From an optimization exercise on the open Yosys and OpenROAD flow, aimed at a short achievable clock period and few clock cycles per item; shortcuts taken in it are not production practice.
At most, simulation tests tie the RTL to the original design; equivalence was not proved.
Only the layout flow was run in runs 2 and 3; the RTL was not checked for function there.
Power is estimated from default activity; no workload was simulated.

## flow/standard.sh

```bash
#!/bin/bash
# synth_recipe.tcl (not shown) runs the flow's synth.tcl, then flattens the netlist and writes it again
# the make line also repeats each setting of config.mk as NAME=value (left out here)
make -C /OpenROAD-flow-scripts/flow DESIGN_CONFIG=/design/flow/config.mk WORK_HOME=/design/flow/orfs CLKGATE_MAP_FILE= SYNTH_SCRIPT=/design/flow/synth_recipe.tcl "${@:-finish}"
```

## flow/flow/run.sh

```bash
#!/bin/bash
# Own layout flow: the standard synthesis and ORFS flow, with the port buffers
# inserted as real buffers (buf_4) instead of the smallest delay cell, and the
# timing repair allowed to resize across cell footprints.
set -euo pipefail
cd "$(dirname "${BASH_SOURCE[0]}")/.."
bash standard.sh synth > flow_synth.log 2>&1
export BUFFER_PORTS_ARGS="-buffer_cell sky130_fd_sc_hd__buf_4"
bash standard.sh MATCH_CELL_FOOTPRINT=0 finish > flow_layout.log 2>&1
```

## flow/constraint.sdc

```tcl
create_clock -name core_clock -period 5.0 [get_ports {clk}]
set_input_delay 1.0000 -clock core_clock [delete_from_list [all_inputs] [get_ports {clk}]]
set_output_delay 1.0000 -clock core_clock [all_outputs]
set_load 0.01 [all_outputs]
```

## flow/design.v

```verilog
`default_nettype none
package mprs_pkg;
  localparam int RX_DEPTH = 64;
  localparam int RX_AW    = $clog2(RX_DEPTH);
  localparam int RX_CW    = $clog2(RX_DEPTH + 1);
  localparam logic [15:0] POLL_RST  = 16'd1000;
  localparam logic [11:0] WAIT_RST  = 12'd100;
  localparam logic [3:0]  RETRY_RST = 4'd5;
  localparam logic CMD_TICK = 1'b0;
  localparam logic CMD_BYTE = 1'b1;
  localparam logic [1:0] REG_POLL  = 2'd0;
  localparam logic [1:0] REG_WAIT  = 2'd1;
  localparam logic [1:0] REG_RETRY = 2'd2;
  localparam logic [RX_AW-1:0] ADDR_VEXP = RX_AW'(7);
  localparam logic [RX_AW-1:0] ADDR_CEXP = RX_AW'(8);
  localparam logic [RX_AW-1:0] ADDR_PEXP = RX_AW'(9);
  localparam logic [3:0] Q_LAST     = 4'd15;
  localparam logic [3:0] Q_CURRENT  = 4'd3;
  localparam logic [3:0] Q_POWER    = 4'd6;
  localparam logic [3:0] Q_PF       = 4'd12;
  localparam logic signed [7:0] EXP_FIXED = -8'sd2;
  typedef enum logic [2:0] {
    ACT_REQ_SCALE  = 3'd0,
    ACT_REQ_VALUES = 3'd1,
    ACT_VALUE      = 3'd2,
    ACT_ERR_SCALE  = 3'd3,
    ACT_ERR_VALUES = 3'd4
  } act_t;
  typedef enum logic [1:0] {
    PH_IDLE   = 2'd0,
    PH_SCALE  = 2'd1,
    PH_VALUES = 2'd2
  } phase_t;
  typedef enum logic [3:0] {
    DP_NONE,
    DP_ACCEPT,
    DP_EXP0,
    DP_EXP1,
    DP_EXP2,
    DP_EXP3,
    DP_VLO,
    DP_VHI,
    DP_VCAP,
    DP_VEMIT
  } dp_op_t;
  typedef enum logic [3:0] {
    ST_IDLE,
    ST_EXP0,
    ST_EXP1,
    ST_EXP2,
    ST_EXP3,
    ST_VLO,
    ST_VHI,
    ST_VCAP,
    ST_VOUT
  } ctl_state_t;
  typedef struct packed {
    logic       command;
    logic [7:0] rx_byte;
  } in_item_t;
  typedef struct packed {
    logic [2:0]        action;
    logic [3:0]        quantity;
    logic [15:0]       raw_value;
    logic signed [7:0] decimal_exponent;
    logic              last;
  } out_item_t;
  typedef struct packed {
    logic [15:0] poll_period;
    logic [11:0] reply_wait;
    logic [3:0]  retry_limit;
  } cfg_t;
  typedef struct packed {
    logic out_free;
    logic go_exp;
    logic go_values;
    logic last_val;
  } dp_status_t;
endpackage
`default_nettype wire
`default_nettype none
import mprs_pkg::*;
module meter_poll_retry_sequencer_unit
(
  input  wire        clk,
  input  wire        rst_n,
  input  wire        in_valid,
  output logic       in_stall,
  input  mprs_pkg::in_item_t   in_data,
  output logic       out_valid,
  input  wire        out_stall,
  output mprs_pkg::out_item_t  out_data,
  input  wire        psel,
  input  wire        penable,
  input  wire        pwrite,
  input  wire [3:0]  paddr,
  input  wire [31:0] pwdata,
  output logic [31:0] prdata,
  output logic       pready
);
  localparam int CQ_DEPTH = 4;
  logic [15:0] poll_r;
  logic [11:0] wait_r;
  logic [3:0]  retry_r;
  logic        wr_en, wr_poll, wr_wait, wr_retry;
  logic [15:0] pollm2_r;      
  logic        pollle1_r;     
  logic [11:0] waitm1_r;      
  logic        waitnz_r;      
  logic [3:0]  retrym1_r;     
  logic        retrynz_r;     
  assign pready   = 1'b1;
  assign wr_en    = psel && penable && pwrite;
  assign wr_poll  = wr_en && (paddr[3:2] == REG_POLL);
  assign wr_wait  = wr_en && (paddr[3:2] == REG_WAIT);
  assign wr_retry = wr_en && (paddr[3:2] == REG_RETRY);
  always_ff @(posedge clk) begin
    if (!rst_n) begin
      poll_r    <= POLL_RST;
      pollm2_r  <= POLL_RST - 16'd2;
      pollle1_r <= 1'b0;
    end else if (wr_poll) begin
      poll_r    <= pwdata[15:0];
      pollm2_r  <= pwdata[15:0] - 16'd2;
      pollle1_r <= pwdata[15:1] == 15'd0;
    end
  end
  always_ff @(posedge clk) begin
    if (!rst_n) begin
      wait_r   <= WAIT_RST;
      waitm1_r <= WAIT_RST - 12'd1;
      waitnz_r <= 1'b1;
    end else if (wr_wait) begin
      wait_r   <= pwdata[11:0];
      waitm1_r <= pwdata[11:0] - 12'd1;
      waitnz_r <= pwdata[11:0] != 12'd0;
    end
  end
  always_ff @(posedge clk) begin
    if (!rst_n) begin
      retry_r   <= RETRY_RST;
      retrym1_r <= RETRY_RST - 4'd1;
      retrynz_r <= 1'b1;
    end else if (wr_retry) begin
      retry_r   <= pwdata[3:0];
      retrym1_r <= pwdata[3:0] - 4'd1;
      retrynz_r <= pwdata[3:0] != 4'd0;
    end
  end
  always_comb begin
    case (paddr[3:2])
      REG_POLL:  prdata = {16'h0000, poll_r};
      REG_WAIT:  prdata = {20'h00000, wait_r};
      REG_RETRY: prdata = {28'h0000000, retry_r};
      default:   prdata = '0;
    endcase
  end
  logic [1:0]        phase_r;
  logic              waiting_r;
  logic [3:0]        attempts_r;
  logic [11:0]       timer_r;
  logic [15:0]       since_r;
  logic [RX_DEPTH:0] wptr_r;      
  logic [7:0]        vexp_r, cexp_r, pexp_r;
  logic              tlt_r, bnz_r, alt_r, sge_r;
  logic [7:0]          mem [RX_DEPTH];
  logic [RX_DEPTH-1:0] vld_r;
  logic        in_stall_r;
  logic        take, is_byte, tick, wr_ok;
  logic [15:0] since_inc;
  logic        busy, closed, good;
  logic        tk_poll, tk_resend, tk_count, tk_retry, tk_fail, go_exp, go_values;
  logic        res_any;
  logic [2:0]  res_act;
  function automatic logic [7:0] rd(input int a);
    rd = vld_r[a] ? mem[a] : 8'h00;
  endfunction
  assign take    = in_valid && !in_stall_r;
  assign is_byte = in_data.command == CMD_BYTE;
  assign tick    = take && !is_byte;
  assign wr_ok   = waiting_r && (phase_r != PH_IDLE) && !wptr_r[RX_DEPTH];
  assign since_inc = (since_r == 16'hFFFF) ? since_r : since_r + 16'd1;
  assign busy      = phase_r != PH_IDLE;
  assign closed    = busy && waiting_r && !tlt_r;
  assign good      = closed && bnz_r;
  assign tk_poll   = !busy && sge_r;
  assign tk_resend = busy && !waiting_r;
  assign tk_count  = busy && waiting_r && tlt_r;
  assign go_exp    = good && (phase_r == PH_SCALE);
  assign go_values = good && (phase_r == PH_VALUES);
  assign tk_retry  = closed && !bnz_r && alt_r;
  assign tk_fail   = closed && !bnz_r && !alt_r;
  assign res_any = tk_poll || tk_resend || tk_retry || go_exp || tk_fail;
  always_comb begin
    if (tk_poll) begin
      res_act = ACT_REQ_SCALE;
    end else if (tk_resend || tk_retry) begin
      res_act = (phase_r == PH_SCALE) ? ACT_REQ_SCALE : ACT_REQ_VALUES;
    end else if (go_exp) begin
      res_act = ACT_REQ_VALUES;
    end else begin
      res_act = (phase_r == PH_SCALE) ? ACT_ERR_SCALE : ACT_ERR_VALUES;
    end
  end
  logic tmr_clr, tmr_inc, att_clr, att_inc, bc_clr, bc_inc, sn_inc, sn_clr;
  logic win_open, win_end;
  assign win_open = tick && (tk_poll || tk_resend || tk_retry || go_exp);
  assign win_end  = tick && (go_values || tk_fail);
  assign tmr_clr  = win_open;
  assign tmr_inc  = tick && tk_count;
  assign att_clr  = tick && (tk_poll || go_exp);
  assign att_inc  = tick && tk_retry;
  assign bc_clr   = tick && (tk_poll || go_exp);
  assign bc_inc   = take && is_byte && wr_ok;
  assign sn_clr   = tick && go_values;
  assign sn_inc   = tick && !go_values;
  logic tlt_nxt, bnz_nxt, alt_nxt, sge_nxt;
  always_comb begin
    if (wr_wait) begin
      tlt_nxt = timer_r < pwdata[11:0];
    end else if (tmr_clr) begin
      tlt_nxt = waitnz_r;
    end else if (tmr_inc) begin
      tlt_nxt = tlt_r && (timer_r != waitm1_r);
    end else begin
      tlt_nxt = tlt_r;
    end
    if (wr_retry) begin
      alt_nxt = attempts_r < pwdata[3:0];
    end else if (att_clr) begin
      alt_nxt = retrynz_r;
    end else if (att_inc) begin
      alt_nxt = alt_r && (attempts_r != retrym1_r);
    end else begin
      alt_nxt = alt_r;
    end
    if (bc_clr) begin
      bnz_nxt = 1'b0;
    end else if (bc_inc) begin
      bnz_nxt = 1'b1;
    end else begin
      bnz_nxt = bnz_r;
    end
    if (wr_poll) begin
      sge_nxt = since_inc >= pwdata[15:0];
    end else if (sn_clr) begin
      sge_nxt = pollle1_r;
    end else if (sn_inc) begin
      sge_nxt = sge_r || (since_r == pollm2_r) || (since_r == 16'hFFFE);
    end else begin
      sge_nxt = sge_r;
    end
  end
  always_ff @(posedge clk) begin
    if (!rst_n) begin
      phase_r    <= PH_IDLE;
      waiting_r  <= 1'b0;
      attempts_r <= '0;
      timer_r    <= '0;
      since_r    <= '0;
      wptr_r     <= (RX_DEPTH + 1)'(1);
      vexp_r     <= '0;
      cexp_r     <= '0;
      pexp_r     <= '0;
      tlt_r      <= 1'b1;           
      bnz_r      <= 1'b0;
      alt_r      <= 1'b1;           
      sge_r      <= 1'b0;           
    end else begin
      tlt_r <= tlt_nxt;
      bnz_r <= bnz_nxt;
      alt_r <= alt_nxt;
      sge_r <= sge_nxt;
      if (tick && tk_poll) begin
        phase_r <= PH_SCALE;
      end else if (tick && go_exp) begin
        phase_r <= PH_VALUES;
      end else if (win_end) begin
        phase_r <= PH_IDLE;
      end
      if (win_open) begin
        waiting_r <= 1'b1;
      end else if (win_end) begin
        waiting_r <= 1'b0;
      end
      if (att_clr) begin
        attempts_r <= '0;
      end else if (att_inc) begin
        attempts_r <= attempts_r + 4'd1;
      end
      if (tmr_clr) begin
        timer_r <= '0;
      end else if (tmr_inc) begin
        timer_r <= timer_r + 12'd1;
      end
      if (sn_clr) begin
        since_r <= '0;
      end else if (sn_inc) begin
        since_r <= since_inc;
      end
      if (bc_clr) begin
        wptr_r <= (RX_DEPTH + 1)'(1);
      end else if (bc_inc) begin
        wptr_r <= {wptr_r[RX_DEPTH-1:0], 1'b0};
      end
      if (tick && go_exp) begin
        vexp_r <= rd(ADDR_VEXP);
        cexp_r <= rd(ADDR_CEXP);
        pexp_r <= rd(ADDR_PEXP);
      end
    end
  end
  always_ff @(posedge clk) begin
    for (int i = 0; i < RX_DEPTH; i++) begin
      if (bc_inc && wptr_r[i]) begin
        mem[i] <= in_data.rx_byte;
      end
    end
  end
  always_ff @(posedge clk) begin
    if (!rst_n) begin
      vld_r <= '0;
    end else begin
      for (int i = 0; i < RX_DEPTH; i++) begin
        if (bc_inc && wptr_r[i]) begin
          vld_r[i] <= 1'b1;
        end
      end
    end
  end
  logic [15:0] vq_r [16];
  logic [15:0] vq_ld [16];
  logic [7:0]  ve_r, ce_r, pe_r;
  logic [3:0]  vk_r;
  logic        vact_r;
  logic        v_pop;
  always_comb begin
    for (int k = 0; k < 16; k++) begin
      if (k < 12) begin
        vq_ld[k] = {rd(7 + 2 * k), rd(6 + 2 * k)};
      end else if (k == 15) begin
        vq_ld[k] = {rd(34), rd(33)};
      end else begin
        vq_ld[k] = {8'h00, rd(18 + k)};
      end
    end
  end
  always_ff @(posedge clk) begin
    if (!vact_r) begin
      for (int k = 0; k < 16; k++) vq_r[k] <= vq_ld[k];
      ve_r <= vexp_r;
      ce_r <= cexp_r;
      pe_r <= pexp_r;
    end else if (v_pop) begin
      for (int k = 0; k < 15; k++) vq_r[k] <= vq_r[k + 1];
    end
  end
  always_ff @(posedge clk) begin
    if (!rst_n) begin
      vact_r <= 1'b0;
      vk_r   <= '0;
    end else begin
      if (tick && go_values) begin
        vact_r <= 1'b1;
      end else if (v_pop && (vk_r == Q_LAST)) begin
        vact_r <= 1'b0;
      end
      if (v_pop) begin
        vk_r <= vk_r + 4'd1;
      end
    end
  end
  logic [2:0]          cq_r [CQ_DEPTH];
  logic [CQ_DEPTH-1:0] cq_v, cq_vs, cq_we;
  logic                c_avail, c_pop, c_push, bypass;
  assign c_avail = cq_v[0];
  assign cq_vs   = c_pop ? {1'b0, cq_v[CQ_DEPTH-1:1]} : cq_v;
  always_comb begin
    for (int i = 0; i < CQ_DEPTH; i++) begin
      cq_we[i] = c_push && !cq_vs[i] && ((i == 0) || cq_vs[(i == 0) ? 0 : i - 1]);
    end
  end
  always_ff @(posedge clk) begin
    for (int i = 0; i < CQ_DEPTH; i++) begin
      if (cq_we[i]) begin
        cq_r[i] <= res_act;
      end else if (c_pop && i < CQ_DEPTH - 1) begin
        cq_r[i] <= cq_r[(i < CQ_DEPTH - 1) ? i + 1 : i];
      end
    end
  end
  always_ff @(posedge clk) begin
    if (!rst_n) begin
      cq_v <= '0;
    end else begin
      cq_v <= cq_vs | cq_we;
    end
  end
  logic       out_valid_r, out_free;
  mprs_pkg::out_item_t out_data_r, val_item, ctl_item;
  logic [7:0] val_exp;
  assign out_free = !out_valid_r || !out_stall;
  assign v_pop    = out_free && vact_r;
  assign c_pop    = out_free && !vact_r && c_avail;
  assign bypass   = out_free && !vact_r && !c_avail;
  assign c_push   = tick && res_any && !bypass;
  always_comb begin
    if (vk_r < Q_CURRENT) begin
      val_exp = ve_r;
    end else if (vk_r < Q_POWER) begin
      val_exp = ce_r;
    end else if (vk_r < Q_PF) begin
      val_exp = pe_r;
    end else begin
      val_exp = EXP_FIXED;
    end
    val_item                  = '0;
    val_item.action           = ACT_VALUE;
    val_item.quantity         = vk_r;
    val_item.raw_value        = vq_r[0];
    val_item.decimal_exponent = val_exp;
    val_item.last             = vk_r == Q_LAST;
    ctl_item        = '0;
    ctl_item.action = c_avail ? cq_r[0] : res_act;
    ctl_item.last   = 1'b1;
  end
  always_ff @(posedge clk) begin
    if (!rst_n) begin
      out_valid_r <= 1'b0;
    end else if (out_free) begin
      out_valid_r <= vact_r || c_avail || (tick && res_any);
    end
  end
  always_ff @(posedge clk) begin
    if (out_free) begin
      out_data_r <= vact_r ? val_item : ctl_item;
    end
  end
  assign out_valid = out_valid_r;
  assign out_data  = out_data_r;
  logic phase_values_nxt;
  assign phase_values_nxt = (phase_r == PH_VALUES) ? !win_end : (tick && go_exp);
  always_ff @(posedge clk) begin
    if (!rst_n) begin
      in_stall_r <= 1'b0;
    end else begin
      in_stall_r <= cq_v[CQ_DEPTH-1] || (cq_v[CQ_DEPTH-2] && c_push) ||
                    (phase_values_nxt && (vact_r || c_avail || c_push));
    end
  end
  assign in_stall = in_stall_r;
endmodule
`default_nettype wire
```

## flow/config.mk

```make
export PLATFORM = sky130hd
export DESIGN_NAME = meter_poll_retry_sequencer_unit
export DESIGN_NICKNAME = meter_poll_retry_sequencer_unit
export VERILOG_FILES = /design/flow/design.v
export SDC_FILE = /design/flow/constraint.sdc
export NUM_CORES = 4
export LEC_CHECK = 0
export ABC_CLOCK_PERIOD_IN_PS = 2500
export CAP_MARGIN = 20
export CORE_MARGIN = 2
export CORE_UTILIZATION = 65
export SETUP_SLACK_MARGIN = 2.5
export SLEW_MARGIN = 20
```

==> results of run 1 <==
[per-stage QoR]
step	setup slack (ns)	hold slack, ns
finish	2.379	0.4255
global route	2.319	0.4478
CTS	2.272	0.4315
detailed placement	1.393	0.4151
global placement	1.498	0.4141
floorplan	2.438	0.4081
[flip-flops by register name, indices dropped and copies added, names as in the netlist, 12 cells and up]
register	flops
waitm1_r	12
vld_r	29
timer_r	12
cq_r	12
pollm2_r	16
wait_r	12
since_r	16
wptr_r	65
mem	232
vq_r	256
out_data_r	32
poll_r	15
[kinds of logic after synthesis]
family / Yosys count
AOI/OAI and AO/OA: 575
buffers and inverters: 211
xor gates and xnor gates: 84
DFF: 790
muxes: 24
and+or+nand+nor: 703
adders and majority gates: 38
other: 2
[timing repair]
| item | 4_1_cts | 5_1_grt |
|---|---|---|
| gates resized for setup | 41 | 45 |
| endpoints found under the setup margin | 105 | 110 |
| cloned | 2 | 1 |
| setup buffers | 13 | 16 |
| pin swaps | 11 | 22 |
[final cells by class]
cell class | count | area share (%)
Tap cell | 607 | 2.184
Sequential cell | 790 | 60.97
Multi-Input combinational cell | 1442 | 26.09
Clock inverter | 26 | 0.7198
Clock buffer | 118 | 6.453
Inverter | 28 | 0.3131
Timing Repair Buffer | 134 | 3.271
[where the power goes]
group,switching (mW),internal [mW],total (mW)
Sequential,0.0100,6.92,6.93
Combinational,0.181,0.0894,0.271
Clock,2.33,3.31,5.64
[layer usage]
layer / vias to the layer above / wire length (µm) / track usage [%]
met5: - / 0 / 0
met4: 0 / 1177 / 7.476
met3: 89 / 2772 / 4.015
met2: 474 / 30880 / 43.04
met1: 9312 / 26580 / 33.10
li1: 8989 / - / -
[placed cells by master, fill, tap and decap left out, types with 23 or more instances in the layout]
master,Yosys,layout
dfxtp_1,258,241
xnor2_1,70,70
buf_4,19,122
nor2_1,128,121
o21a_1,32,32
edfxtp_1,532,532
o21ai_0,71,64
nand3_1,52,49
a21oi_1,176,174
clkbuf_1,91,27
nand2_1,312,309
and2_1,42,37
inv_1,27,23
o211ai_1,29,29
nor2b_1,32,31
a22o_1,192,192
and3_1,37,33
ha_1,38,37
clkbuf_16,0,81
[worst paths after layout]
check / start / endpoint / depth (start not counted)
hold / removal: vexp_r[5] / ve_r[5] / 0
hold reg to reg: vexp_r[5] / ve_r[5] / 0
setup / recovery: paddr[2] / prdata[10] / 5
setup reg to reg: since_r[9] / sge_r / 10
==> impl_metrics.py, run 1 <==
metrics = {
    "yosys": {
        "synthAdderAreaFrac_pct": 1.542,
        "synth_top_cell_area_share_pct": 51.81,
        "synth_compound_area_share_pct": 12.83,
        "async_reset_ff_share_pct": 0,
        "synthMuxAreaShare_pct": 0.8034,
        "synth-simple-area-share_pct": 10.81,
        "ys_types": 74,
        "synth.area.top_cells": "edfxtp_1, dfxtp_1, a22o_1",
        "syn-instance-count": 2427,
        "yosysTopAreaCell": "edfxtp_1",
        "yosysMostFrequentCell": "edfxtp_1",
        "synth-xor-area-share_pct": 2.410,
        "yosysSeqAreaShare_pct": 68.56,
        "synth_edf_count": 532,
        "synth_warnings": 5,
        "ys_top_cells_by_count": "edfxtp_1, nand2_1, dfxtp_1",
        "ys.flop_type": "edfxtp_1",
        "netlist_area_mm2": 0.03083,
        "synth_top_family_by_area": "compound AO/OA/AOI/OAI gates",
        "synth-seq-cells": 790,
        "avgSynthCellArea_um2": 12.70,
    },
    "timing": {
        "tns_ns": 0,
        "setup_viol": 0,
        "relSlewSlack_pct": 29.34,
        "rsz0062_at_grt": "true",
        "hold_viol_final": 0,
        "fmax_ghz": 0.3815,
        "period_needed_ns": 2.621,
        "fin_crit_sh_pct": 52.43,
        "tightest_slew_ns": 1.060,
        "final_max_slew_viol_count": 0,
        "finClkSkew_ns": 0.01576,
    },
    "placed_design": {
        "place_congestion": 0.9058,
        "placed_area_mm2": 0.03168,
        "dp_hpwl_um": 37090,
        "port_buffers": 83,
        "dpl.cell_count": 2969,
    },
    "final_layout": {
        "nets": 2563,
        "final_area_mm2": 0.03477,
        "multi_input_comb_area_mm2": 0.009071,
        "diodes": 0,
        "drive_gt1_share_pct": 12.92,
        "final_cells": 3145,
        "seq_area_mm2": 0.02120,
        "fillers": 3023,
        "utilization_pct": 74.52,
        "area_growth_pct": 12.75,
    },
    "critical_path": {
        "worstPathArrival_ns": 1.62,
        "crit_family": "buffers and inverters",
        "path_buf_inv": 3,
        "cp_cell_sequence": "buf_16 > buf_4 > mux2i_1 > nor2_1 > buf_4",
        "end_kind": "output port",
        "critPathMaxFanout": 6,
        "criticalPathCategory": "in2out",
        "worstSetupStartpointType": "input port",
        "crit_required_ns": 4.00,
        "cpMaxStageDelayCell": "buf_4",
        "worst_path_most_repeated_cell": "buf_4",
        "reg2reg_slack_ns": 2.41,
        "critPathMaxStageDelay_ns": 0.15,
    },
    "clocking": {
        "clk_latency_ns": 0.61,
        "clockBufferDepth": 3,
        "cts_buffers": 77,
        "clk_pin_slew_ns": 0.06,
        "clockRootBuffer": "clkbuf_16",
        "cts_tree": "yes",
        "postCtsHoldBufs": 0,
        "cts.htree.levels": 3,
        "cts_sinks": 790,
    },
    "floorplanning": {
        "dieHeight_um": 221.8,
        "initial_core_util_pct": 66.09,
        "die_w_um": 221.8,
        "core_mm2": 0.04665,
        "num_rows": 79,
        "fp.dieArea_mm2": 0.04920,
        "ios": 119,
    },
    "detailed_routing": {
        "drcViolationCount": 0,
        "drt_wl_total_um": 61410,
        "routedWlPerCell_um": 19.53,
        "antenna_left": 0,
        "dr.pass1.iters": 17,
        "drt_iter0_drc": 1584,
        "vias_per_cell": 5.998,
        "vias": 18860,
    },
    "power_and_ir_drop": {
        "peakVddDrop_mv": 0.3394,
        "power_mw": 12.85,
        "p_leak_nw": 12.99,
        "powerDensity_mw_per_mm2": 369.5,
    },
    "flow_run": {
        "drv_cap": 0,
    },
    "grt": {
        "grt_pass1_vias": 18620,
        "grt_max_degree": 108,
        "grt_usage_pct": 25.04,
        "grt_overflow_total": 0,
        "grt_pass1_wl_um": 98270,
        "grt_antenna_before_repair": 1,
    },
    "status": {
        "status": "finished clean",
    },
    "worst_hold_path": {
        "min_path_type": "reg2reg",
    },
}
Testbench counts, summed over its fixed seeds: cycles 24,013, items 24,000.
==> inputs of run 2 (changes only) <==
--- a/flow/design.v
+++ b/flow/design.v
@@ -149,10 +149,14 @@
   end
-  always_comb begin
-    case (paddr[3:2])
-      REG_POLL:  prdata = {16'h0000, poll_r};
-      REG_WAIT:  prdata = {20'h00000, wait_r};
-      REG_RETRY: prdata = {28'h0000000, retry_r};
-      default:   prdata = '0;
-    endcase
+  logic [31:0] prdata_r;
+  always_ff @(posedge clk) begin
+    if (!(psel && penable)) begin
+      case (paddr[3:2])
+        REG_POLL:  prdata_r <= {16'h0000, poll_r};
+        REG_WAIT:  prdata_r <= {20'h00000, wait_r};
+        REG_RETRY: prdata_r <= {28'h0000000, retry_r};
+        default:   prdata_r <= '0;
+      endcase
+    end
   end
+  assign prdata = prdata_r;
   logic [1:0]        phase_r;
==> run 2 against run 1 <==
Combinational power shrank 7%. First-iteration DRC count is 16% lower. Worst setup slack better by 0.012 ns. Die area is 0.89% higher. Utilization down 1.4 points. Fmax rose by 0.44%. Count of clock-buffer cells in the layout is 5 lower. Still clean. Hold slack lost 0.0027 ns. Final cell count decreased by 0.79%. Critical path depth up 6. Register-to-register slack lost 0.02 ns. Global-route usage is 1.4 points lower.
==> impl_metrics.py, run 2 <==
metrics = {
    "timing": {
        "setup_viol": 0,
        "fmax_ghz": 0.3832,
        "finClkSkew_ns": 0.01941,
        "relSlewSlack_pct": 34.86,
        "period_needed_ns": 2.610,
        "layout_setup_ws_ns": 2.390,
        "fin_crit_sh_pct": 52.20,
        "rsz0062_at_grt": "true",
        "hold_viol_final": 0,
        "tns_ns": 0,
        "tightest_slew_ns": 0.9771,
        "final_max_slew_viol_count": 0,
    },
    "yosys": {
        "yosysMostFrequentCell": "edfxtp_1",
        "yosysSeqAreaShare_pct": 69.49,
        "netlist_area_mm2": 0.03111,
        "ys_top_cells_by_count": "edfxtp_1, nand2_1, dfxtp_1",
        "synth_edf_count": 548,
        "async_reset_ff_share_pct": 0,
        "synth_top_cell_area_share_pct": 52.89,
        "synth-seq-cells": 806,
        "ys.flop_type": "edfxtp_1",
        "syn-instance-count": 2410,
        "ys_types": 66,
        "avgSynthCellArea_um2": 12.91,
        "yosysTopAreaCell": "edfxtp_1",
        "synth_warnings": 5,
        "synth.area.top_cells": "edfxtp_1, dfxtp_1, a22o_1",
    },
    "clocking": {
        "clk_latency_ns": 0.60,
        "cts_buffers": 78,
        "cts.htree.levels": 3,
        "clockRootBuffer": "clkbuf_16",
        "cts_sinks": 806,
        "clockBufferDepth": 3,
        "clk_pin_slew_ns": 0.06,
        "cts_tree": "yes",
    },
    "floorplanning": {
        "num_rows": 80,
        "ios": 119,
        "die_w_um": 222.8,
        "fp.dieArea_mm2": 0.04963,
        "core_mm2": 0.04745,
        "dieHeight_um": 222.8,
        "initial_core_util_pct": 65.58,
    },
    "final_layout": {
        "area_growth_pct": 11.45,
        "largest_reg_flops": 256,
        "nets": 2531,
        "regMostFlops": "vq_r",
        "final_common_cell": "edfxtp_1",
        "final_cells": 3120,
        "reg_top3": "vq_r (256), mem (232), wptr_r (65)",
        "layout_common_cells": "edfxtp_1, nand2_1, dfxtp_1",
        "drive_gt1_share_pct": 11.58,
        "diodes": 0,
    },
    "critical_path": {
        "end_kind": "register",
        "rr_worst_depth": 11,
        "worstSetupStartpointType": "register",
        "critPathMaxFanout": 6,
        "crit_required_ns": 5.48,
        "criticalPathCategory": "reg2reg",
        "worstPathArrival_ns": 3.09,
    },
    "grt": {
        "grtUsageMet1_pct": 31.39,
        "top_usage_layer": "met2",
        "grt_max_degree": 135,
        "grt_antenna_before_repair": 0,
        "grt_overflow_total": 0,
        "grtUsageMet3_pct": 4.324,
        "grt_pass1_wl_um": 92400,
        "grt_pass1_vias": 17870,
        "grt_usage_pct": 23.60,
        "grt_use_met2_pct": 39.46,
    },
    "placed_design": {
        "place_congestion": 0.8539,
        "dp_hpwl_um": 35620,
        "dpl.cell_count": 2967,
        "pre_cts_ws_ns": 1.790,
        "port_buffers": 83,
    },
    "flow_run": {
        "drv_cap": 0,
    },
    "detailed_routing": {
        "vias": 18230,
        "dr.pass1.iters": 6,
        "vias_per_cell": 5.843,
        "routedWlPerCell_um": 18.49,
        "drcViolationCount": 0,
        "antenna_left": 0,
        "drt_iter0_drc": 1328,
        "drt_wl_total_um": 57700,
    },
    "power_and_ir_drop": {
        "powerDensity_mw_per_mm2": 375.3,
        "peakVddDrop_mv": 0.3391,
        "p_leak_nw": 12.86,
    },
    "worst_hold_path": {
        "hold_path_depth": 0,
        "min_path_type": "reg2reg",
    },
    "status": {
        "status": "finished clean",
    },
}
[run 2: cell types whose count changed in the layout (fill, tap and decap cells not counted), moves of 13 or more]
cell / delta
edfxtp_1: +16
buf_4: -13
and3_1: -24
xnor2_1: -15
and2_1: +29
xor2_1: +16
[run 2: per-layer routing]
layer / share of wire [%] / wire (µm)
met2: 49 / 28130
met3: 5.2 / 2996
met5: 0 / 0
met4: 2.5 / 1429
met1: 44 / 25140
[run 2: final cells by class]
cell class              count  area [µm²]
fillers                  3097       12770
clock buffers             113        2197
inverters                  29       118.9
flip-flops and latches    806       21650
multi-input cells        1414        8757
well taps                 615       769.5
repair buffers            112       878.3
clock inverters            31       309.0
[run 2: path summary, 6_finish.rpt]
| path | slack, ns | startpoint | to |
|---|---|---|---|
| worst max register to register | 2.39 | since_r[0] | sge_r |
| worst min-delay path | 0.42 | cexp_r[5] | ce_r[5] |
| worst min register to register | 0.42 | cexp_r[5] | ce_r[5] |
| worst max-delay path | 2.39 | since_r[0] | sge_r |
[run 2: timing repair]
| item | CTS | global route |
|---|---|---|
| pin swaps | 3 | 10 |
| hold buffers | 0 | 0 |
| gates resized for setup | 17 | 12 |
| setup buffers | 4 | 5 |
| setup endpoints to repair | 224 | 15 |
[run 2: cell families (layout without fill, tap and decap cells)]
family                     count (synthesis)  count (layout)  share of synthesized area, %
DFF                                      806             806                         69.49
and+or+nand+nor                          688             688                         10.40
AOI/OAI and AO/OA                        557             557                         12.33
buffers and inverters                    205             285                         2.847
xor gates and xnor gates                  84              84                         2.365
adders and majority gates                 38              38                         1.528
muxes                                     30              30                         1.013
other                                      2              17                       0.02414
[run 2: report_power, final]
| group | total [mW] | switching, mW | internal (mW) |
|---|---|---|---|
| combinational | 0.253 | 0.179 | 0.0743 |
| clock | 5.67 | 2.34 | 3.33 |
| sequential | 7.10 | 0.0114 | 7.09 |
| total | 13.0 | 2.53 | 10.5 |
[run 2: stage by stage]
stage          power (mW)  cell area (µm²)  util [%]  hold WS (ns)
6_report            13.02            34680     73.09        0.4228
5_1_grt             13.43            34680     73.09        0.4367
4_1_cts             13.12            34600     72.93        0.4273
3_5_place_dp        7.484            32040     67.52        0.4130
3_3_place_gp        7.478            32040     67.52        0.4135
2_1_floorplan       7.370            31220         -        0.4081
[run 2: critical path: stages (launching register included)]
cell and delay, ns:
dfxtp_4 0.37, ha_4 0.15, and3_4 0.22, nand3_4 0.12, nor2_4 0.22, mux2i_2 0.27, ha_1 0.27, a21o_1 0.18
a211oi_2 0.25, nor3_2 0.09, o31ai_1 0.23, a31oi_1 0.12
==> inputs of run 3 (changes only) <==
--- a/flow/design.v
+++ b/flow/design.v
@@ -105,3 +105,3 @@
   logic        wr_en, wr_poll, wr_wait, wr_retry;
-  logic [15:0] pollm2_r;      
+  logic [15:0] pollm1_r;      
   logic        pollle1_r;     
@@ -119,3 +119,3 @@
       poll_r    <= POLL_RST;
-      pollm2_r  <= POLL_RST - 16'd2;
+      pollm1_r  <= POLL_RST - 16'd1;
       pollle1_r <= 1'b0;
@@ -123,3 +123,3 @@
       poll_r    <= pwdata[15:0];
-      pollm2_r  <= pwdata[15:0] - 16'd2;
+      pollm1_r  <= pwdata[15:0] - 16'd1;
       pollle1_r <= pwdata[15:1] == 15'd0;
@@ -165,3 +165,3 @@
   logic [11:0]       timer_r;
-  logic [15:0]       since_r;
+  logic [15:0]       sp1_r;       
   logic [RX_DEPTH:0] wptr_r;      
@@ -173,3 +173,3 @@
   logic        take, is_byte, tick, wr_ok;
-  logic [15:0] since_inc;
+  logic [15:0] sp1_inc;
   logic        busy, closed, good;
@@ -185,3 +185,3 @@
   assign wr_ok   = waiting_r && (phase_r != PH_IDLE) && !wptr_r[RX_DEPTH];
-  assign since_inc = (since_r == 16'hFFFF) ? since_r : since_r + 16'd1;
+  assign sp1_inc   = (sp1_r == 16'hFFFF) ? sp1_r : sp1_r + 16'd1;
   assign busy      = phase_r != PH_IDLE;
@@ -248,3 +248,3 @@
     if (wr_poll) begin
-      sge_nxt = since_inc >= pwdata[15:0];
+      sge_nxt = sp1_r >= pwdata[15:0];
     end else if (sn_clr) begin
@@ -252,3 +252,3 @@
     end else if (sn_inc) begin
-      sge_nxt = sge_r || (since_r == pollm2_r) || (since_r == 16'hFFFE);
+      sge_nxt = sge_r || (sp1_r == pollm1_r) || (sp1_r == 16'hFFFF);
     end else begin
@@ -263,3 +263,3 @@
       timer_r    <= '0;
-      since_r    <= '0;
+      sp1_r      <= 16'd1;
       wptr_r     <= (RX_DEPTH + 1)'(1);
@@ -300,5 +300,5 @@
       if (sn_clr) begin
-        since_r <= '0;
+        sp1_r <= 16'd1;
       end else if (sn_inc) begin
-        since_r <= since_inc;
+        sp1_r <= sp1_inc;
       end
--- a/flow/config.mk
+++ b/flow/config.mk
@@ -7,3 +7,3 @@
 export LEC_CHECK = 0
-export ABC_CLOCK_PERIOD_IN_PS = 2500
+export ABC_CLOCK_PERIOD_IN_PS = 2000
 export CAP_MARGIN = 20
@@ -11,3 +11,3 @@
 export CORE_UTILIZATION = 65
-export SETUP_SLACK_MARGIN = 2.5
+export SETUP_SLACK_MARGIN = 3.0
 export SLEW_MARGIN = 20
==> run 3 against run 2 <==
Flip-flop and latch count increased by 1. Largest power group unchanged. Synthesized area down 1.2%. Sequential power about the same. First-iteration DRC count increased by 9.7%. Via count rose by 3.7%. Global-route usage up 2.7 points. Count of clock-buffer cells in the layout fell by 4. Largest cell class unchanged. Die area fell by 1.2%. Worst setup slack better by 0.42 ns. Highest routed layer unchanged. Clock skew grew 0.0065 ns. Routed wire length is 16% higher. Still clean on timing, DRC and antenna.
==> impl_metrics.py, run 3 <==
metrics = {
    "status": {
        "status": "finished clean",
    },
    "final_layout": {
        "diodes": 0,
        "regMostFlops": "vq_r",
        "reg_top3": "vq_r (256), mem (232), wptr_r (65)",
        "utilization_pct": 77.27,
        "drive_gt1_share_pct": 18.41,
        "layout_common_cells": "edfxtp_1, nand2_1, dfxtp_1",
        "final_common_cell": "edfxtp_1",
        "nets": 2532,
        "area_growth_pct": 17.25,
        "final_area_mm2": 0.03605,
        "largest_reg_flops": 256,
        "fillers": 2833,
    },
    "clocking": {
        "postCtsHoldBufs": 0,
        "cts_buffers": 77,
        "cts_sinks": 807,
        "clockBufferDepth": 3,
        "clk_pin_slew_ns": 0.06,
        "cts_tree": "yes",
        "clk_latency_ns": 0.62,
        "cts.htree.levels": 3,
        "clockRootBuffer": "clkbuf_16",
    },
    "timing": {
        "tightest_slew_ns": 0.6594,
        "period_needed_ns": 2.187,
        "relSlewSlack_pct": 56.04,
        "finClkSkew_ns": 0.02594,
        "setup_viol": 0,
        "fin_crit_sh_pct": 43.74,
        "fmax_ghz": 0.4572,
        "tns_ns": 0,
        "hold_viol_final": 0,
        "rsz0062_at_grt": "true",
        "final_max_slew_viol_count": 0,
    },
    "detailed_routing": {
        "drt_iter0_drc": 1457,
        "antenna_left": 0,
        "dr.pass1.iters": 17,
        "drt_wl_total_um": 66670,
        "vias": 18900,
        "vias_per_cell": 6.065,
        "drcViolationCount": 0,
        "routedWlPerCell_um": 21.40,
    },
    "placed_design": {
        "port_buffers": 83,
        "place_congestion": 0.8909,
        "placed_area_mm2": 0.03239,
        "dp_hpwl_um": 37770,
    },
    "floorplanning": {
        "ios": 119,
        "dieHeight_um": 221.5,
        "num_rows": 79,
        "die_w_um": 221.5,
        "initial_core_util_pct": 65.90,
        "core_mm2": 0.04665,
        "fp.dieArea_mm2": 0.04906,
    },
    "critical_path": {
        "path_buf_inv": 1,
        "end_kind": "output port",
        "crit_required_ns": 4.00,
        "rr_worst_depth": 6,
        "cp.depth": 1,
        "critPathMaxStageDelay_ns": 0.42,
        "cp_cell_sequence": "buf_6",
        "cpMaxStageDelayCell": "edfxtp_1",
        "worstSetupStartpointType": "register",
        "crit_family": "flip-flops",
        "criticalPathCategory": "reg2out",
        "critPathMaxFanout": 1,
        "worstPathArrival_ns": 1.19,
    },
    "power_and_ir_drop": {
        "powerDensity_mw_per_mm2": 364.1,
        "p_leak_nw": 13.40,
        "peakVddDrop_mv": 0.3704,
        "power_mw": 13.13,
    },
    "grt": {
        "grt_max_degree": 145,
        "grt_pass1_wl_um": 100800,
        "grt_pass1_vias": 18300,
        "grt_usage_pct": 26.34,
        "grt_overflow_total": 0,
        "grt_antenna_before_repair": 0,
    },
    "yosys": {
        "syn-instance-count": 2349,
        "yosysMostFrequentCell": "edfxtp_1",
        "synth_top_cell_area_share_pct": 53.52,
        "ys_top_cells_by_count": "edfxtp_1, nand2_1, dfxtp_1",
        "yosysTopAreaCell": "edfxtp_1",
        "avgSynthCellArea_um2": 13.09,
        "yosysSeqAreaShare_pct": 70.39,
        "ys_types": 62,
        "ys.flop_type": "edfxtp_1",
        "synth.area.top_cells": "edfxtp_1, dfxtp_1, a22o_1",
        "synth_warnings": 5,
        "async_reset_ff_share_pct": 0,
        "synth-seq-cells": 807,
        "netlist_area_mm2": 0.03075,
        "synth_edf_count": 548,
    },
    "worst_hold_path": {
        "hold_path_depth": 0,
        "min_path_type": "reg2reg",
    },
    "flow_run": {
        "drv_cap": 0,
    },
}
## run 3: worst paths after layout
path	startpoint	end	slack, ns
hold / removal	vexp_r[7]	ve_r[7]	0.43
hold reg to reg	vexp_r[7]	ve_r[7]	0.43
setup reg to reg	in_stall_r	sp1_r[15]	2.99
setup / recovery	out_data_r[22]	out_data[22]	2.81
## run 3: timing repair
action / in CTS / in global routing
endpoints found under the hold margin: 0 / 0
endpoints found under the setup margin: 943 / 433
resized for setup: 73 / 86
gates cloned: 3 / 19
buffers inserted: 22 / 21
pin swaps: 16 / 41
## run 3: layout make-up
type / count / area [µm²] / share of cell area (%)
Clock buffer: 109 / 2178 / 6.043
Clock inverter: 34 / 311.5 / 0.8643
Inverter: 33 / 203.9 / 0.5658
Multi-Input combinational cell: 1381 / 9485 / 26.31
Sequential cell: 807 / 21660 / 60.08
Tap cell: 607 / 759.5 / 2.107
Timing Repair Buffer: 145 / 1450 / 4.023
## run 3: where the power goes
part	total [mW]	switching, mW	internal (mW)
Clock	5.70	2.40	3.31
Combinational	0.314	0.209	0.105
Sequential	7.11	0.0157	7.09
Total	13.1	2.62	10.5
## run 3: worst register-to-register path: stages, from the launching register on
cell	delay, ns
dfxtp_4	0.37
buf_6	0.13
or3b_4	0.46
a2111oi_4	0.30
o21ai_4	0.13
or4_1	0.42
a21oi_1	0.12
## run 3: metal layers
metal  vias to the layer above  wire length [µm]  global-route usage, %
li1                       8878                 -                      -
met1                      9372             29060                  36.74
met2                       543             32750                  43.17
met3                       104              3414                  4.082
met4                         0              1448                  8.370
met5                         -                 0                      0
## run 3: per-stage QoR
stage	hold slack, ns	std cells	setup WS, ns
6_report	0.4309	3116	2.813
5_1_grt	0.4455	3116	2.779
4_1_cts	0.4308	3076	2.789
3_5_place_dp	0.4168	2908	1.783
3_3_place_gp	0.4116	2908	1.830
2_1_floorplan	0.4081	2364	2.486
## run 3: kinds of logic after synthesis
family	Yosys count	synth area share, %
AOI/OAI and AO/OA	553	12.55
xor gates and xnor gates	71	2.023
adders and majority gates	35	1.424
buffers and inverters	197	2.714
DFF	807	70.39
muxes	30	1.013
other	2	0.02443
and+or+nand+nor	654	9.864
==> inputs of run 4 (changes only) <==
--- a/flow/design.v
+++ b/flow/design.v
@@ -149,14 +149,10 @@
   end
-  logic [31:0] prdata_r;
-  always_ff @(posedge clk) begin
-    if (!(psel && penable)) begin
-      case (paddr[3:2])
-        REG_POLL:  prdata_r <= {16'h0000, poll_r};
-        REG_WAIT:  prdata_r <= {20'h00000, wait_r};
-        REG_RETRY: prdata_r <= {28'h0000000, retry_r};
-        default:   prdata_r <= '0;
-      endcase
-    end
+  always_comb begin
+    case (paddr[3:2])
+      REG_POLL:  prdata = {16'h0000, poll_r};
+      REG_WAIT:  prdata = {20'h00000, wait_r};
+      REG_RETRY: prdata = {28'h0000000, retry_r};
+      default:   prdata = '0;
+    endcase
   end
-  assign prdata = prdata_r;
   logic [1:0]        phase_r;
--- a/flow/config.mk
+++ b/flow/config.mk
@@ -7,3 +7,3 @@
 export LEC_CHECK = 0
-export ABC_CLOCK_PERIOD_IN_PS = 2000
+export ABC_CLOCK_PERIOD_IN_PS = 1500
 export CAP_MARGIN = 20
@@ -11,3 +11,3 @@
 export CORE_UTILIZATION = 65
-export SETUP_SLACK_MARGIN = 3.0
+export SETUP_SLACK_MARGIN = 2.5
 export SLEW_MARGIN = 20
==> run 4 against run 3 <==
Fmax down 17%. Combinational power shrank 17%. Critical path depth is 4 higher.
==> impl_metrics.py, run 4 <==
metrics = {
    "status": {
        "status": "finished clean",
    },
    "placed_design": {
        "pre_cts_ws_ns": 1.782,
        "dp_hpwl_um": 36680,
        "port_buffers": 83,
        "place_congestion": 0.8581,
    },
    "worst_hold_path": {
        "whs_endpoint": "ve_r[6]",
        "worstHoldStart": "vexp_r[6]",
        "min_path_type": "reg2reg",
        "hold_path_depth": 0,
    },
    "detailed_routing": {
        "vias": 18150,
        "antenna_left": 0,
        "drt_wl_total_um": 61390,
        "routedWlPerCell_um": 20.25,
        "vias_per_cell": 5.986,
        "drt_iter0_drc": 1567,
        "drcViolationCount": 0,
        "dr.pass1.iters": 5,
    },
    "critical_path": {
        "crit_start": "paddr[2]",
        "reg2reg_from": "vact_r",
        "end_kind": "output port",
        "rr_worst_depth": 3,
        "criticalPathCategory": "in2out",
        "worstPathArrival_ns": 1.64,
        "r2r-end": "out_data_r[30]",
        "crit_required_ns": 4.00,
        "worstSetupStartpointType": "input port",
        "reg2reg_slack_ns": 2.64,
        "critPathMaxFanout": 6,
    },
    "yosys": {
        "netlist_area_mm2": 0.03034,
        "synth_edf_count": 532,
        "synth_warnings": 5,
        "synth.area.top_cells": "edfxtp_1, dfxtp_1, a22o_1",
        "synth-simple-area-share_pct": 10.19,
        "ys_types": 70,
        "synth_top_family_by_area": "compound AO/OA/AOI/OAI gates",
        "yosysMostFrequentCell": "edfxtp_1",
        "synthMuxAreaShare_pct": 0.9692,
        "synth_top_cell_area_share_pct": 52.66,
        "ys.flop_type": "edfxtp_1",
        "ys_top_cells_by_count": "edfxtp_1, nand2_1, dfxtp_1",
        "synth-seq-cells": 791,
        "syn-instance-count": 2326,
        "synthAdderAreaFrac_pct": 1.443,
        "avgSynthCellArea_um2": 13.04,
        "synth_compound_area_share_pct": 12.71,
        "yosysTopAreaCell": "edfxtp_1",
        "async_reset_ff_share_pct": 0,
        "yosysSeqAreaShare_pct": 69.75,
        "synth-xor-area-share_pct": 2.079,
    },
    "floorplanning": {
        "num_rows": 79,
        "ios": 119,
        "fp.dieArea_mm2": 0.04842,
        "core_mm2": 0.04636,
        "dieHeight_um": 220.0,
        "initial_core_util_pct": 65.44,
        "die_w_um": 220.0,
    },
    "timing": {
        "finClkSkew_ns": 0.02625,
        "setup_viol": 0,
        "period_needed_ns": 2.640,
        "fmax_ghz": 0.3788,
        "rsz0062_at_grt": "true",
        "fin_crit_sh_pct": 52.80,
        "relSlewSlack_pct": 32.44,
        "tns_ns": 0,
        "layout_setup_ws_ns": 2.360,
        "tightest_slew_ns": 1.013,
        "hold_viol_final": 0,
        "timing.hold.ws_ns": 0.4364,
        "final_max_slew_viol_count": 0,
    },
    "grt": {
        "grt_usage_pct": 25.66,
        "grt_antenna_before_repair": 1,
        "grt_max_degree": 150,
        "grt_overflow_total": 0,
        "grt_pass1_vias": 17650,
        "grt_pass1_wl_um": 96030,
    },
    "clocking": {
        "cts_tree": "yes",
        "clockBufferDepth": 3,
        "cts_sinks": 791,
        "cts_buffers": 76,
        "clk_pin_slew_ns": 0.06,
        "clockRootBuffer": "clkbuf_16",
        "clk_latency_ns": 0.61,
        "cts.htree.levels": 3,
    },
    "final_layout": {
        "area_growth_pct": 11.65,
        "final_common_cell": "edfxtp_1",
        "diodes": 0,
        "drive_gt1_share_pct": 10.76,
        "largest_reg_flops": 256,
        "layout_common_cells": "edfxtp_1, nand2_1, dfxtp_1",
        "reg_top3": "vq_r (256), mem (232), wptr_r (65)",
        "regMostFlops": "vq_r",
        "nets": 2449,
    },
    "flow_run": {
        "drv_cap": 0,
    },
    "power_and_ir_drop": {
        "peakVddDrop_mv": 0.4168,
        "p_leak_nw": 12.68,
        "power_mw": 12.72,
        "powerDensity_mw_per_mm2": 375.6,
    },
}
## run 4: changes by cell type in the layout (fill, tap and decap cells not counted), moves of 12 or more
cell / previous run / this run
xor2_1: 35 / 11
buf_4: 78 / 91
a21oi_2: 34 / 3
a21oi_1: 128 / 162
xnor2_1: 31 / 61
edfxtp_1: 548 / 532
clkbuf_1: 20 / 32
and3_1: 3 / 39
and3_4: 44 / 0
buf_6: 53 / 5
## run 4: stage by stage
stage	area [µm²]	std cells	util (%)
after detailed placement	31260	2886	67.43
final	33870	3032	73.07
after CTS	33830	3031	72.98
after floorplan	30520	2341	-
after global placement	31250	2885	67.40
after global routing	33870	3032	73.07
## run 4: layout make-up
type                    count  area [µm²]
inverters                  34       135.1
multi-input cells        1355        8478
flip-flops and latches    791       21160
repair buffers            104       914.6
well taps                 607       759.5
fillers                  3029       12480
clock inverters            17       146.4
clock buffers             124        2276
## run 4: worst max-delay path by stage
stage,slack [ns],endpoint
after global placement,1.76,wptr_r[43]
final,2.36,prdata[1]
after floorplan,2.43,pollm1_r[14]
after CTS,2.39,prdata[1]
after global routing,2.35,prdata[1]
after detailed placement,1.78,wptr_r[32]
## run 4: logic make-up after synthesis
group	Yosys count
xor+xnor	72
fa+ha+maj	35
mux	28
flops	791
buf+inv	196
compound gates	546
other cells	2
simple gates	656
## run 4: worst max-delay path, stage by stage
cell and delay, ns:
buf_16 0.11, nor2b_4 0.20, nand2_1 0.08, o21ai_1 0.10, buf_4 0.15
## run 4: routing by layer
layer  track usage, %  part of all wire [%]  wire length [µm]  vias up
li1                 -                     -                 -     8631
met1            35.71                    45             27350     8965
met2            41.65                    48             29460      446
met3            4.237                   5.2              3175      107
met4            8.166                   2.3              1382        2
met5                0                 0.021                13        -
## run 4: report_power, final
part / leakage, nW / internal (mW) / total, mW / switching (mW)
clock: 1.18 / 3.18 / 5.51 / 2.34
sequential: 7.83 / 6.94 / 6.95 / 0.0112
combinational: 3.67 / 0.0799 / 0.260 / 0.180
## run 4: what timing repair did
| action | 4_1_cts | 5_1_grt |
|---|---|---|
| resized for setup | 20 | 9 |
| buffers inserted | 2 | 0 |
| gates cloned | 2 | 1 |
| hold buffers | 0 | 0 |
| setup endpoints to repair | 142 | 210 |
| pin swaps | 9 | 6 |
Testbench counts of run 4, summed over its fixed seeds: cycles 24,013, items 24,000.
==> inputs of run 5 (changes only) <==
--- a/flow/config.mk
+++ b/flow/config.mk
@@ -7,3 +7,3 @@
 export LEC_CHECK = 0
-export ABC_CLOCK_PERIOD_IN_PS = 1500
+export ABC_CLOCK_PERIOD_IN_PS = 2500
 export CAP_MARGIN = 20
==> run 5 against run 4 <==
Count of clock-buffer cells in the layout unchanged. Worst setup slack unchanged. Die area unchanged. Non-clock buffer count unchanged. Utilization unchanged. Cell area unchanged. Global-route usage unchanged. Sequential power about the same. Hold slack unchanged. Fmax unchanged. Critical endpoint unchanged. Largest cell class unchanged.
==> impl_metrics.py, run 5 <==
metrics = {
    "clocking": {
        "cts_buffers": 76,
        "cts_sinks": 791,
        "cts_tree": "yes",
        "clockBufferDepth": 3,
        "clk_latency_ns": 0.61,
        "clk_pin_slew_ns": 0.06,
        "clockRootBuffer": "clkbuf_16",
        "cts.htree.levels": 3,
        "postCtsHoldBufs": 0,
    },
    "power_and_ir_drop": {
        "powerDensity_mw_per_mm2": 375.6,
        "p_leak_nw": 12.68,
        "peakVddDrop_mv": 0.4168,
    },
    "floorplanning": {
        "ios": 119,
        "core_mm2": 0.04636,
        "num_rows": 79,
        "fp.dieArea_mm2": 0.04842,
        "dieHeight_um": 220.0,
        "die_w_um": 220.0,
        "initial_core_util_pct": 65.44,
    },
    "critical_path": {
        "crit_required_ns": 4.00,
        "end_kind": "output port",
        "endpoint": "prdata[1]",
        "critPathMaxFanout": 6,
        "reg2reg_from": "vact_r",
        "crit_start": "paddr[2]",
        "worstPathArrival_ns": 1.64,
        "worstSetupStartpointType": "input port",
        "criticalPathCategory": "in2out",
        "r2r-end": "out_data_r[30]",
        "rr_worst_depth": 3,
        "reg2reg_slack_ns": 2.64,
    },
    "detailed_routing": {
        "antenna_left": 0,
        "vias_per_cell": 5.986,
        "drcViolationCount": 0,
        "wl_met3_um": 3175,
        "drt_wl_total_um": 61390,
        "wl_met1_um": 27350,
        "dr.pass1.iters": 5,
        "wl_met2_um": 29460,
        "top_layer": "met5",
        "vias": 18150,
        "drt_iter0_drc": 1567,
        "routedWlPerCell_um": 20.25,
    },
    "timing": {
        "final_max_slew_viol_count": 0,
        "relSlewSlack_pct": 32.44,
        "fmax_ghz": 0.3788,
        "finClkSkew_ns": 0.02625,
        "setup_viol": 0,
        "fin_crit_sh_pct": 52.80,
        "tns_ns": 0,
        "hold_viol_final": 0,
        "tightest_slew_ns": 1.013,
        "period_needed_ns": 2.640,
        "layout_setup_ws_ns": 2.360,
        "rsz0062_at_grt": "true",
    },
    "final_layout": {
        "seq_area_mm2": 0.02116,
        "nets": 2449,
        "layout_common_cells": "edfxtp_1, nand2_1, dfxtp_1",
        "fillers": 3029,
        "diodes": 0,
        "reg_top3": "vq_r (256), mem (232), wptr_r (65)",
        "regMostFlops": "vq_r",
        "multi_input_comb_area_mm2": 0.008478,
        "final_common_cell": "edfxtp_1",
        "area_growth_pct": 11.65,
        "largest_reg_flops": 256,
        "drive_gt1_share_pct": 10.76,
    },
    "placed_design": {
        "pre_cts_ws_ns": 1.782,
        "port_buffers": 83,
        "dp_hpwl_um": 36680,
        "place_congestion": 0.8581,
    },
    "yosys": {
        "async_reset_ff_share_pct": 0,
        "ys_types": 70,
        "syn-instance-count": 2326,
        "synth.area.top_cells": "edfxtp_1, dfxtp_1, a22o_1",
        "yosysMostFrequentCell": "edfxtp_1",
        "synth_top_cell_area_share_pct": 52.66,
        "ys.flop_type": "edfxtp_1",
        "synth-seq-cells": 791,
        "ys_top_cells_by_count": "edfxtp_1, nand2_1, dfxtp_1",
        "avgSynthCellArea_um2": 13.04,
        "netlist_area_mm2": 0.03034,
        "yosysSeqAreaShare_pct": 69.75,
        "synth_warnings": 5,
        "yosysTopAreaCell": "edfxtp_1",
        "synth_edf_count": 532,
    },
    "grt": {
        "grt_pass1_vias": 17650,
        "grt_overflow_total": 0,
        "grt_usage_pct": 25.66,
        "grt_max_degree": 150,
        "grt_pass1_wl_um": 96030,
        "grt_antenna_before_repair": 1,
    },
    "flow_run": {
        "drv_cap": 0,
    },
    "worst_hold_path": {
        "min_path_type": "reg2reg",
        "hold_path_depth": 0,
    },
    "status": {
        "status": "finished clean",
    },
}
## run 5: worst max-delay path, cell delays in order
cell     delay (ns)
buf_16         0.11
nor2b_4        0.20
nand2_1        0.08
o21ai_1        0.10
buf_4          0.15
## run 5: where the power goes
group,internal (mW),switching (mW),total (mW)
combinational,0.0799,0.180,0.260
clock,3.18,2.34,5.51
sequential,6.94,0.0112,6.95
total,10.2,2.53,12.7
## run 5: worst min-delay path by stage
stage                    to       from  slack [ns]
floorplan           ce_r[0]  cexp_r[0]        0.41
global placement    ce_r[3]  cexp_r[3]        0.42
detailed placement  ve_r[6]  vexp_r[6]        0.42
CTS                 ve_r[6]  vexp_r[6]        0.44
global route        ce_r[3]  cexp_r[3]        0.45
finish              ve_r[6]  vexp_r[6]        0.44
## run 5: cells by family after synthesis
family          count (synthesis)  share of synthesized area, %
xor+xnor                       72                         2.079
other cells                     2                       0.02475
simple gates                  656                         10.19
compound gates                546                         12.71
mux                            28                        0.9691
buf+inv                       196                         2.837
fa+ha+maj                      35                         1.443
flops                         791                         69.75
## run 5: repair_timing
item / 4_1_cts / 5_1_grt
pin swaps: 9 / 6
buffers inserted: 2 / 0
hold endpoints to repair: 0 / 0
gates resized for setup: 20 / 9
gates cloned: 2 / 1
endpoints found under the setup margin: 142 / 210
## run 5: per-layer routing
layer	up-vias	global-route usage, %
met5	-	0
met4	2	8.166
met3	107	4.237
met2	446	41.65
met1	8965	35.71
li1	8631	-
## run 5: final cells by class
cell class | count | area share [%]
repair buffers | 104 | 2.700
multi-input cells | 1355 | 25.03
clock buffers | 124 | 6.719
well taps | 607 | 2.242
inverters | 34 | 0.3989
clock inverters | 17 | 0.4322
flip-flops and latches | 791 | 62.48
## run 5: per-stage QoR
step / cell area, µm² / std cells / power, mW / util, % / hold slack [ns]
floorplan: 30520 / 2341 / 7.223 / - / 0.4081
global placement: 31250 / 2885 / 7.328 / 67.40 / 0.4152
detailed placement: 31260 / 2886 / 7.334 / 67.43 / 0.4191
CTS: 33830 / 3031 / 12.81 / 72.98 / 0.4379
global route: 33870 / 3032 / 13.12 / 73.07 / 0.4519
finish: 33870 / 3032 / 12.72 / 73.07 / 0.4364
==> inputs of run 6 (changes only) <==
--- a/flow/config.mk
+++ b/flow/config.mk
@@ -10,3 +10,4 @@
 export CORE_MARGIN = 2
-export CORE_UTILIZATION = 65
+export CORE_UTILIZATION = 70
+export PLACE_DENSITY = 0.75
 export SETUP_SLACK_MARGIN = 2.5
==> run 6 against run 5 <==
Still clean on timing, DRC and antenna. Via count increased by 0.81%. Critical path depth unchanged. Die area down 7.0%. Global-route usage up 2.0 points. Sequential power is essentially flat. Combinational power barely moved. Fmax shrank 0.18%. Count of clock-buffer cells in the layout shrank 24. Critical path type unchanged. Largest power group unchanged. Highest routed layer is now met4.
==> impl_metrics.py, run 6 <==
metrics = {
    "status": {
        "status": "finished clean",
    },
    "timing": {
        "finClkSkew_ns": 0.01447,
        "fin_crit_sh_pct": 52.90,
        "layout_setup_ws_ns": 2.355,
        "tightest_slew_ns": 0.9820,
        "relSlewSlack_pct": 34.53,
        "fmax_ghz": 0.3781,
        "tns_ns": 0,
        "setup_viol": 0,
        "final_max_slew_viol_count": 0,
        "period_needed_ns": 2.645,
        "hold_viol_final": 0,
        "rsz0062_at_grt": "true",
    },
    "critical_path": {
        "crit_required_ns": 4.00,
        "worstPathArrival_ns": 1.64,
        "critPathMaxFanout": 7,
        "rr_worst_depth": 5,
        "worstSetupStartpointType": "input port",
        "crit_family": "simple AND/OR/NAND/NOR gates",
        "criticalPathCategory": "in2out",
        "reg2reg_from": "tlt_r",
        "cpMaxStageDelayCell": "nor2b_4",
        "cp_cell_sequence": "buf_16 > nor2b_4 > nand2_1 > o21ai_1 > buf_4",
        "r2r-end": "cq_r[2][0]",
        "path_buf_inv": 2,
        "reg2reg_slack_ns": 2.63,
        "end_kind": "output port",
        "critPathMaxStageDelay_ns": 0.21,
    },
    "detailed_routing": {
        "antenna_left": 0,
        "drt_wl_total_um": 61600,
        "routedWlPerCell_um": 20.40,
        "vias": 18300,
        "drt_iter0_drc": 1557,
        "dr.pass1.iters": 5,
        "vias_per_cell": 6.061,
        "drcViolationCount": 0,
    },
    "floorplanning": {
        "num_rows": 76,
        "core_mm2": 0.04289,
        "fp.dieArea_mm2": 0.04502,
        "die_w_um": 212.2,
        "initial_core_util_pct": 70.74,
        "dieHeight_um": 212.2,
        "ios": 119,
    },
    "clocking": {
        "clockBufferDepth": 3,
        "clockRootBuffer": "clkbuf_16",
        "cts.htree.levels": 3,
        "clk_latency_ns": 0.61,
        "clk_pin_slew_ns": 0.06,
        "cts_tree": "yes",
        "cts_sinks": 791,
        "cts_buffers": 76,
        "postCtsHoldBufs": 0,
    },
    "final_layout": {
        "area_growth_pct": 12.42,
        "final_common_cell": "edfxtp_1",
        "diodes": 0,
        "regMostFlops": "vq_r",
        "final_area_mm2": 0.03411,
        "nets": 2457,
        "reg_top3": "vq_r (256), mem (232), wptr_r (65)",
        "largest_reg_flops": 256,
        "utilization_pct": 79.53,
        "layout_common_cells": "edfxtp_1, nand2_1, dfxtp_1",
        "drive_gt1_share_pct": 11.83,
    },
    "grt": {
        "grt_pass1_vias": 17820,
        "grt_pass1_wl_um": 95850,
        "grt_antenna_before_repair": 0,
        "grt_usage_pct": 27.68,
        "grt_max_degree": 165,
        "grt_overflow_total": 0,
    },
    "power_and_ir_drop": {
        "p_leak_nw": 12.82,
        "p_sw_share_pct": 19.55,
        "powerDensity_mw_per_mm2": 385.5,
        "peakVddDrop_mv": 0.3274,
        "combPwrFrac_pct": 2.0,
        "seqPwrFrac_pct": 52.8,
        "power.switching_mw": 2.570,
        "clkPwrFrac_pct": 45.2,
        "p_int_mw": 10.58,
    },
    "yosys": {
        "ys_types": 70,
        "synth.area.top_cells": "edfxtp_1, dfxtp_1, a22o_1",
        "synth_warnings": 5,
        "yosysMostFrequentCell": "edfxtp_1",
        "ys.flop_type": "edfxtp_1",
        "synth-seq-cells": 791,
        "ys_top_cells_by_count": "edfxtp_1, nand2_1, dfxtp_1",
        "synth_top_cell_area_share_pct": 52.66,
        "netlist_area_mm2": 0.03034,
        "avgSynthCellArea_um2": 13.04,
        "async_reset_ff_share_pct": 0,
        "synth_edf_count": 532,
        "yosysSeqAreaShare_pct": 69.75,
        "yosysTopAreaCell": "edfxtp_1",
        "syn-instance-count": 2326,
    },
    "worst_hold_path": {
        "worstHoldStart": "vexp_r[0]",
        "hold_path_depth": 0,
        "min_path_type": "reg2reg",
        "whs_endpoint": "ve_r[0]",
    },
    "placed_design": {
        "pre_cts_ws_ns": 1.647,
        "port_buffers": 83,
        "place_congestion": 0.8931,
        "placed_area_mm2": 0.03121,
        "dp_hpwl_um": 36360,
    },
    "flow_run": {
        "drv_cap": 0,
    },
}
==> run 6: cell count changes in the layout (fill, tap and decap cells not counted), sizes merged <==
cell,change
buf,+8
bufinv,+9
clkinv,+15
clkinvlp,+3
clkbuf,-24
inv,-2
==> run 6: worst reg2reg max path, stage by stage (launching register included) <==
cell and delay [ns]:
dfxtp_1 0.43, or3b_4 0.46, a21oi_2 0.19, o31a_2 0.39, and3_1 0.30, mux2_2 0.36
==> run 6: routing by layer <==
| layer | up-vias | wire length (µm) | GRT usage (%) | share of wire, % |
|---|---|---|---|---|
| met2 | 552 | 29870 | 45.21 | 48 |
| li1 | 8625 | - | - | - |
| met4 | 0 | 1549 | 8.985 | 2.5 |
| met1 | 9022 | 26530 | 39.17 | 43 |
| met5 | - | 0 | 0 | 0 |
| met3 | 99 | 3648 | 3.560 | 5.9 |
==> run 6: power groups by stage <==
stage               clock network (mW)  logic, mW  registers, mW
floorplan                            0      0.137           7.09
global placement                     0      0.235           7.09
detailed placement                   0      0.242           7.09
CTS                               6.01      0.256           6.95
global route                      6.28      0.282           6.94
finish                            5.94      0.263           6.95
==> run 6: area by class of cell <==
class                   instances  area (µm²)
repair buffers                112       959.7
inverters                      34       136.4
fillers                      2463        8778
well taps                     585       732.0
clock inverters                42       493.0
flip-flops and latches        791       21160
multi-input cells            1355        8474
clock buffers                 100        2148
==> run 6: what timing repair did <==
| action | CTS | global route |
|---|---|---|
| pin swaps | 9 | 8 |
| gates cloned | 2 | 1 |
| gates resized for setup | 22 | 5 |
| endpoints found under the hold margin | 0 | 0 |
| buffers inserted | 5 | 5 |
| endpoints found under the setup margin | 77 | 133 |
==> run 6: logic make-up (layout without fill, tap and decap cells) <==
logic type                 after synthesis  after routing  synth area share, %
DFF                                    791            791                69.75
and+or+nand+nor                        656            657                10.19
AOI/OAI and AO/OA                      546            546                12.71
buffers and inverters                  196            288                2.837
xor gates and xnor gates                72             72                2.079
adders and majority gates               35             35                1.443
muxes                                   28             28               0.9691
other                                    2             17              0.02475
==> run 6: worst max-delay path by stage <==
stage,end,cells after the start,start
final,prdata[0],5,paddr[2]
after global routing,prdata[2],5,paddr[2]
after CTS,prdata[1],5,paddr[2]
after detailed placement,wptr_r[46],5,in_data[8]
after global placement,wptr_r[4],5,in_data[8]
after floorplan,pollm1_r[14],8,pwdata[0]
==> run 6: stage by stage <==
stage | hold WS, ns | total power, mW | std cells
floorplan | 0.4081 | 7.223 | 2341
global placement | 0.4133 | 7.323 | 2864
detailed placement | 0.4168 | 7.330 | 2864
CTS | 0.4321 | 13.22 | 3013
global route | 0.4372 | 13.50 | 3019
finish | 0.4301 | 13.15 | 3019

==> afterwards: timing with drivers on the ports <==
The flow's constraints put no driver on any port. The routed layouts listed below were extracted and timed again, unchanged, in two steps. Step 1: set_driving_cell puts a clkbuf_16 on clk and a buf_2 on each other input, an assumption about the parent block. Step 2 adds t to the input delays and takes it off the output delays; t is the mean of the earliest and latest rising clock arrival at the registers after step 1. Input paths then give back, and output paths get back, about the clock's delay inside the block. a / b / c = no drivers / after step 1 / after step 2; a / b = the first two.
| run | t, ns | setup slack, ns | hold slack, ns | slew at the worst register clock pin (ns) | cell pins on the clock port's net |
|---|---|---|---|---|---|
| run 1 | 0.663 | 2.379 / 2.242 / 1.954 | 0.426 / 0.426 / 0.426 | 0.06 / 0.06 | 1 |
| run 2 | 0.649 | 2.390 / 2.390 / 1.933 | 0.423 / 0.423 / 0.423 | 0.06 / 0.06 | 1 |
| run 3 | 0.667 | 2.813 / 2.753 / 2.194 | 0.431 / 0.431 / 0.431 | 0.06 / 0.06 | 1 |
| run 4 | 0.652 | 2.360 / 2.222 / 1.986 | 0.436 / 0.436 / 0.436 | 0.06 / 0.06 | 1 |
| run 5 | 0.652 | 2.360 / 2.222 / 1.986 | 0.436 / 0.436 / 0.436 | 0.06 / 0.06 | 1 |
| run 6 | 0.659 | 2.355 / 2.213 / 1.977 | 0.430 / 0.430 / 0.430 | 0.07 / 0.07 | 1 |
After both steps setup and hold are still met in every run listed. The setup slack of run 3, which loses most, moves by -0.060 ns with the drivers and by -0.619 ns with both steps.
